Background: an optimization exercise with open tools, aiming at small area and a short achievable clock period. Do not read the settings as production practice.
Where RTL was checked, it was by simulation tests only, not by an equivalence proof against the original.
The clock input has no modelled driver; a real chip could not lean on it and would need a root buffer or a full tree.
Power figures rest on the tool's default switching activity, not on a simulated workload.

== before ==
==> flow/design.v <==
module strawman_rx_fsm #(
  parameter int DATA_LINE_WIDTH = 40,
  parameter int WORD_SIZE       = 32,
  parameter int TIMEOUT_CYCLES  = 64
) (
  input  logic                       clk,
  input  logic                       rst,
  input  logic [DATA_LINE_WIDTH-1:0] i_flit,
  input  logic                       i_flit_valid,
  output logic [1075:0]              o_protocol_bus,
  output logic                       o_valid,
  input  logic                       i_ready,
  output logic                       o_err,
  output logic                       o_overflow,
  output logic                       o_busy
);
  if (DATA_LINE_WIDTH != 40 || WORD_SIZE != 32 || TIMEOUT_CYCLES < 1) begin : g_bad_cfg
    $error("strawman_rx_fsm: unsupported parameter set");
  end
  logic r_ex, r_dat, r_done, r_busy;
  logic r_valid, r_err, r_ovf;
  logic        rx_mode;
  logic [2:0]  rx_cmd, rx_len;
  logic        rx_azero;           
  logic [31:0] rx_addr;
  logic [5:0]  rx_f1, rx_f2;
  logic [1023:0] rx_data;
  logic [31:0] r_sel;             
  logic        ob_mode;
  logic [2:0]  ob_cmd, ob_len;
  logic [31:0] ob_addr;
  logic [5:0]  ob_f1, ob_f2;
  logic [1023:0] ob_data;
  logic w_hdr, w_bad, w_good, w_last, w_dwe, w_exwe, w_load, w_hold;
  logic [2:0] h_cmd, h_len;
  logic h_mode;
  assign h_mode = i_flit[0];
  assign h_cmd  = i_flit[4:2];
  assign h_len  = i_flit[7:5];
  assign w_hdr  = !r_busy && i_flit_valid && i_flit[1];
  assign w_bad  = h_cmd > 3'd2 || h_len > 3'd5;
  assign w_good = w_hdr && !w_bad;
  always_comb begin
    case (rx_len)
      3'd0:    w_last = r_sel[0];
      3'd1:    w_last = r_sel[1];
      3'd2:    w_last = r_sel[3];
      3'd3:    w_last = r_sel[7];
      3'd4:    w_last = r_sel[15];
      default: w_last = r_sel[31];
    endcase
  end
  assign w_dwe  = r_dat && i_flit_valid;
  assign w_exwe = r_ex && i_flit_valid;
  assign w_load = r_done && (!r_valid || i_ready);
  assign w_hold = r_valid && !i_ready;
  always_ff @(posedge clk) begin
    if (rst) begin
      r_ex    <= 1'b0;
      r_dat   <= 1'b0;
      r_done  <= 1'b0;
      r_busy  <= 1'b0;
      r_valid <= 1'b0;
      r_err   <= 1'b0;
      r_ovf   <= 1'b0;
    end else begin
      r_ex    <= w_good ? (h_mode && h_cmd != 3'd2) : (r_ex && !i_flit_valid);
      r_dat   <= w_good ? (h_cmd != 3'd0 && !(h_mode && h_cmd != 3'd2)) :
                 w_exwe ? (rx_cmd != 3'd0) : (r_dat && !(i_flit_valid && w_last));
      r_done  <= w_good ? (!h_mode && h_cmd == 3'd0) :
                 (w_exwe && rx_cmd == 3'd0) || (w_dwe && w_last);
      r_busy  <= w_good || (r_busy && !r_done);
      r_valid <= w_load || w_hold;
      r_err   <= w_hdr && w_bad;
      if (r_done && !w_load) r_ovf <= 1'b1;
    end
  end
  always_ff @(posedge clk) begin
    if (!r_busy) begin
      rx_mode  <= h_mode;
      rx_cmd   <= h_cmd;
      rx_len   <= h_len;
      rx_azero <= h_mode || h_cmd == 3'd2;
      rx_f1    <= i_flit[13:8];
      rx_f2    <= i_flit[19:14];
      rx_addr  <= i_flit[39:8];
      r_sel    <= 32'h1;
    end else begin
      if (w_exwe) begin
        rx_addr  <= i_flit[31:0];
        rx_azero <= 1'b0;
      end
      if (w_dwe) r_sel <= {r_sel[30:0], 1'b0};
    end
  end
  for (genvar k = 0; k < 32; k++) begin : g_word
    logic w_sel, w_we;
    assign w_sel = r_dat && r_sel[k];
    assign w_we  = w_sel && i_flit_valid;
    always_ff @(posedge clk)
      rx_data[32*k +: 32] <= (i_flit[31:0] & {32{w_we}}) | (rx_data[32*k +: 32] & {32{r_dat}});
  end
  always_ff @(posedge clk) begin
    ob_mode <= (rx_mode & w_load) | (ob_mode & w_hold);
    ob_cmd  <= (rx_cmd & {3{w_load}}) | (ob_cmd & {3{w_hold}});
    ob_len  <= (rx_len & {3{w_load}}) | (ob_len & {3{w_hold}});
    ob_addr <= (rx_addr & {32{w_load && !rx_azero}}) | (ob_addr & {32{w_hold}});
    ob_f1   <= (rx_f1 & {6{w_load && rx_mode}}) | (ob_f1 & {6{w_hold}});
    ob_f2   <= (rx_f2 & {6{w_load && rx_mode}}) | (ob_f2 & {6{w_hold}});
    ob_data <= (rx_data & {1024{w_load}}) | (ob_data & {1024{w_hold}});
  end
  assign o_protocol_bus = {ob_f2, ob_f1, ob_data, ob_addr, ob_len, ob_cmd, 1'b1, ob_mode};
  assign o_valid    = r_valid;
  assign o_err      = r_err;
  assign o_overflow = r_ovf;
  assign o_busy     = r_busy;
endmodule
Settings: LEC_CHECK=0, CAP_MARGIN=20, CORE_MARGIN=2, CORE_UTILIZATION=40, SETUP_SLACK_MARGIN=2.8, SLEW_MARGIN=20; clock period 5.0 ns.
standard.sh (not shown) runs the stock make flow with config.mk's settings and CLKGATE_MAP_FILE= SYNTH_SCRIPT=/design/flow/synth_recipe.tcl, a recipe that flattens the netlist after the stock synthesis.
==> flow/flow/run.sh <==
#!/bin/bash
cp standard.sh standard.sh.txt
export BUFFER_PORTS_ARGS="-buffer_cell sky130_fd_sc_hd__buf_2"
export PRE_CTS_TCL="$(pwd)/flow/cts_hook.tcl"
export MCTS_REGIONS=4
export MCTS_CLUSTER=30
bash standard.sh MATCH_CELL_FOOTPRINT=0 finish > standard.log 2>&1
Other scripts of this flow, unchanged in this note and not shown: flow/flow/cts_hook.tcl, flow/flow/mcts.tcl
No stage failed in before, and the final checks on the layout all came back clean.
> inputs changed (before -> after)
--- a/flow/design.v
+++ b/flow/design.v
@@ -24,9 +24,9 @@
   logic        rx_azero;           
   logic [31:0] rx_addr;
   logic [5:0]  rx_f1, rx_f2;
   logic [1023:0] rx_data;
-  logic [31:0] r_sel;             
+  logic [4:0]  r_cnt;
   logic        ob_mode;
   logic [2:0]  ob_cmd, ob_len;
   logic [31:0] ob_addr;
   logic [5:0]  ob_f1, ob_f2;
@@ -39,18 +39,9 @@
   assign h_len  = i_flit[7:5];
   assign w_hdr  = !r_busy && i_flit_valid && i_flit[1];
   assign w_bad  = h_cmd > 3'd2 || h_len > 3'd5;
   assign w_good = w_hdr && !w_bad;
-  always_comb begin
-    case (rx_len)
-      3'd0:    w_last = r_sel[0];
-      3'd1:    w_last = r_sel[1];
-      3'd2:    w_last = r_sel[3];
-      3'd3:    w_last = r_sel[7];
-      3'd4:    w_last = r_sel[15];
-      default: w_last = r_sel[31];
-    endcase
-  end
+  assign w_last = r_cnt == 5'((6'd1 << rx_len) - 6'd1);
   assign w_dwe  = r_dat && i_flit_valid;
   assign w_exwe = r_ex && i_flit_valid;
   assign w_load = r_done && (!r_valid || i_ready);
   assign w_hold = r_valid && !i_ready;
@@ -75,28 +66,28 @@
       if (r_done && !w_load) r_ovf <= 1'b1;
     end
   end
   always_ff @(posedge clk) begin
-    if (!r_busy) begin
+    if (w_good) begin
       rx_mode  <= h_mode;
       rx_cmd   <= h_cmd;
       rx_len   <= h_len;
       rx_azero <= h_mode || h_cmd == 3'd2;
       rx_f1    <= i_flit[13:8];
       rx_f2    <= i_flit[19:14];
       rx_addr  <= i_flit[39:8];
-      r_sel    <= 32'h1;
+      r_cnt    <= 5'd0;
     end else begin
       if (w_exwe) begin
         rx_addr  <= i_flit[31:0];
         rx_azero <= 1'b0;
       end
-      if (w_dwe) r_sel <= {r_sel[30:0], 1'b0};
+      if (w_dwe) r_cnt <= r_cnt + 5'd1;
     end
   end
   for (genvar k = 0; k < 32; k++) begin : g_word
     logic w_sel, w_we;
-    assign w_sel = r_dat && r_sel[k];
+    assign w_sel = r_dat && r_cnt == 5'(k);
     assign w_we  = w_sel && i_flit_valid;
     always_ff @(posedge clk)
       rx_data[32*k +: 32] <= (i_flit[31:0] & {32{w_we}}) | (rx_data[32*k +: 32] & {32{r_dat}});
   end
Findings:
In summary, after completed successfully, with a layout that passed the timing, design-rule and antenna checks.
No stage failed in before, and the final checks on the layout all came back clean.
after vs before — simple-gate share of the synthesized area rose 0.58 points.
Diff before -> after | switching power | down slightly
Fraction of synthesized cell area in xor and xnor cells essentially unchanged between after and before.
From before to after the numbers moved as follows: met2 track utilization from global routing increased 0.30 points, worst setup slack decreased 0.0093 ns, multi-input gate count increased about 2%.
Sequential share of layout area (higher): before
On final critical path time including I/O delays and setup: between after and before, it ends up higher for after.
after against before; post-cts resize count is up by more than half.
Changes observed in after relative to before: total power now sits lower; design area has increased.
Compare after and before | register-to-register slack higher: after
Clock power ends up higher on before.
The RTL of before was laid out without a check of its function. No run of this note takes its clock network from TritonCTS; it comes from the design's own scripts or RTL.

static timing again, ports no longer ideal:
How much do the figures lean on ideal ports? The routed layouts below were timed once more, with nothing changed but the port constraints. Step 1 sets driving cells, clkbuf_16 on the clock port and buf_2 on the other inputs (assumed; they add their load-dependent delay and slew). Step 2 moves the port delays by t, midway between the first and last clock arrival at a register: inputs arrive t later, outputs are due t later. That takes back most of the time a late clock gives input paths. Three values: ideal, step 1, step 2; two values: the first two.
run	shift t [ns]	setup slack, ns	latest minus earliest clock arrival (ns)	worst slew at a driven data input, ns
before	0.762	2.820 / 2.635 / 2.181	0.027 / 0.027	0.11
after	0.750	2.811 / 2.623 / 2.092	0.034 / 0.035	0.24
After both steps every run listed still meets setup and hold. The setup slack of after, which loses most, moves by -0.188 ns with the drivers and by -0.719 ns with both steps.
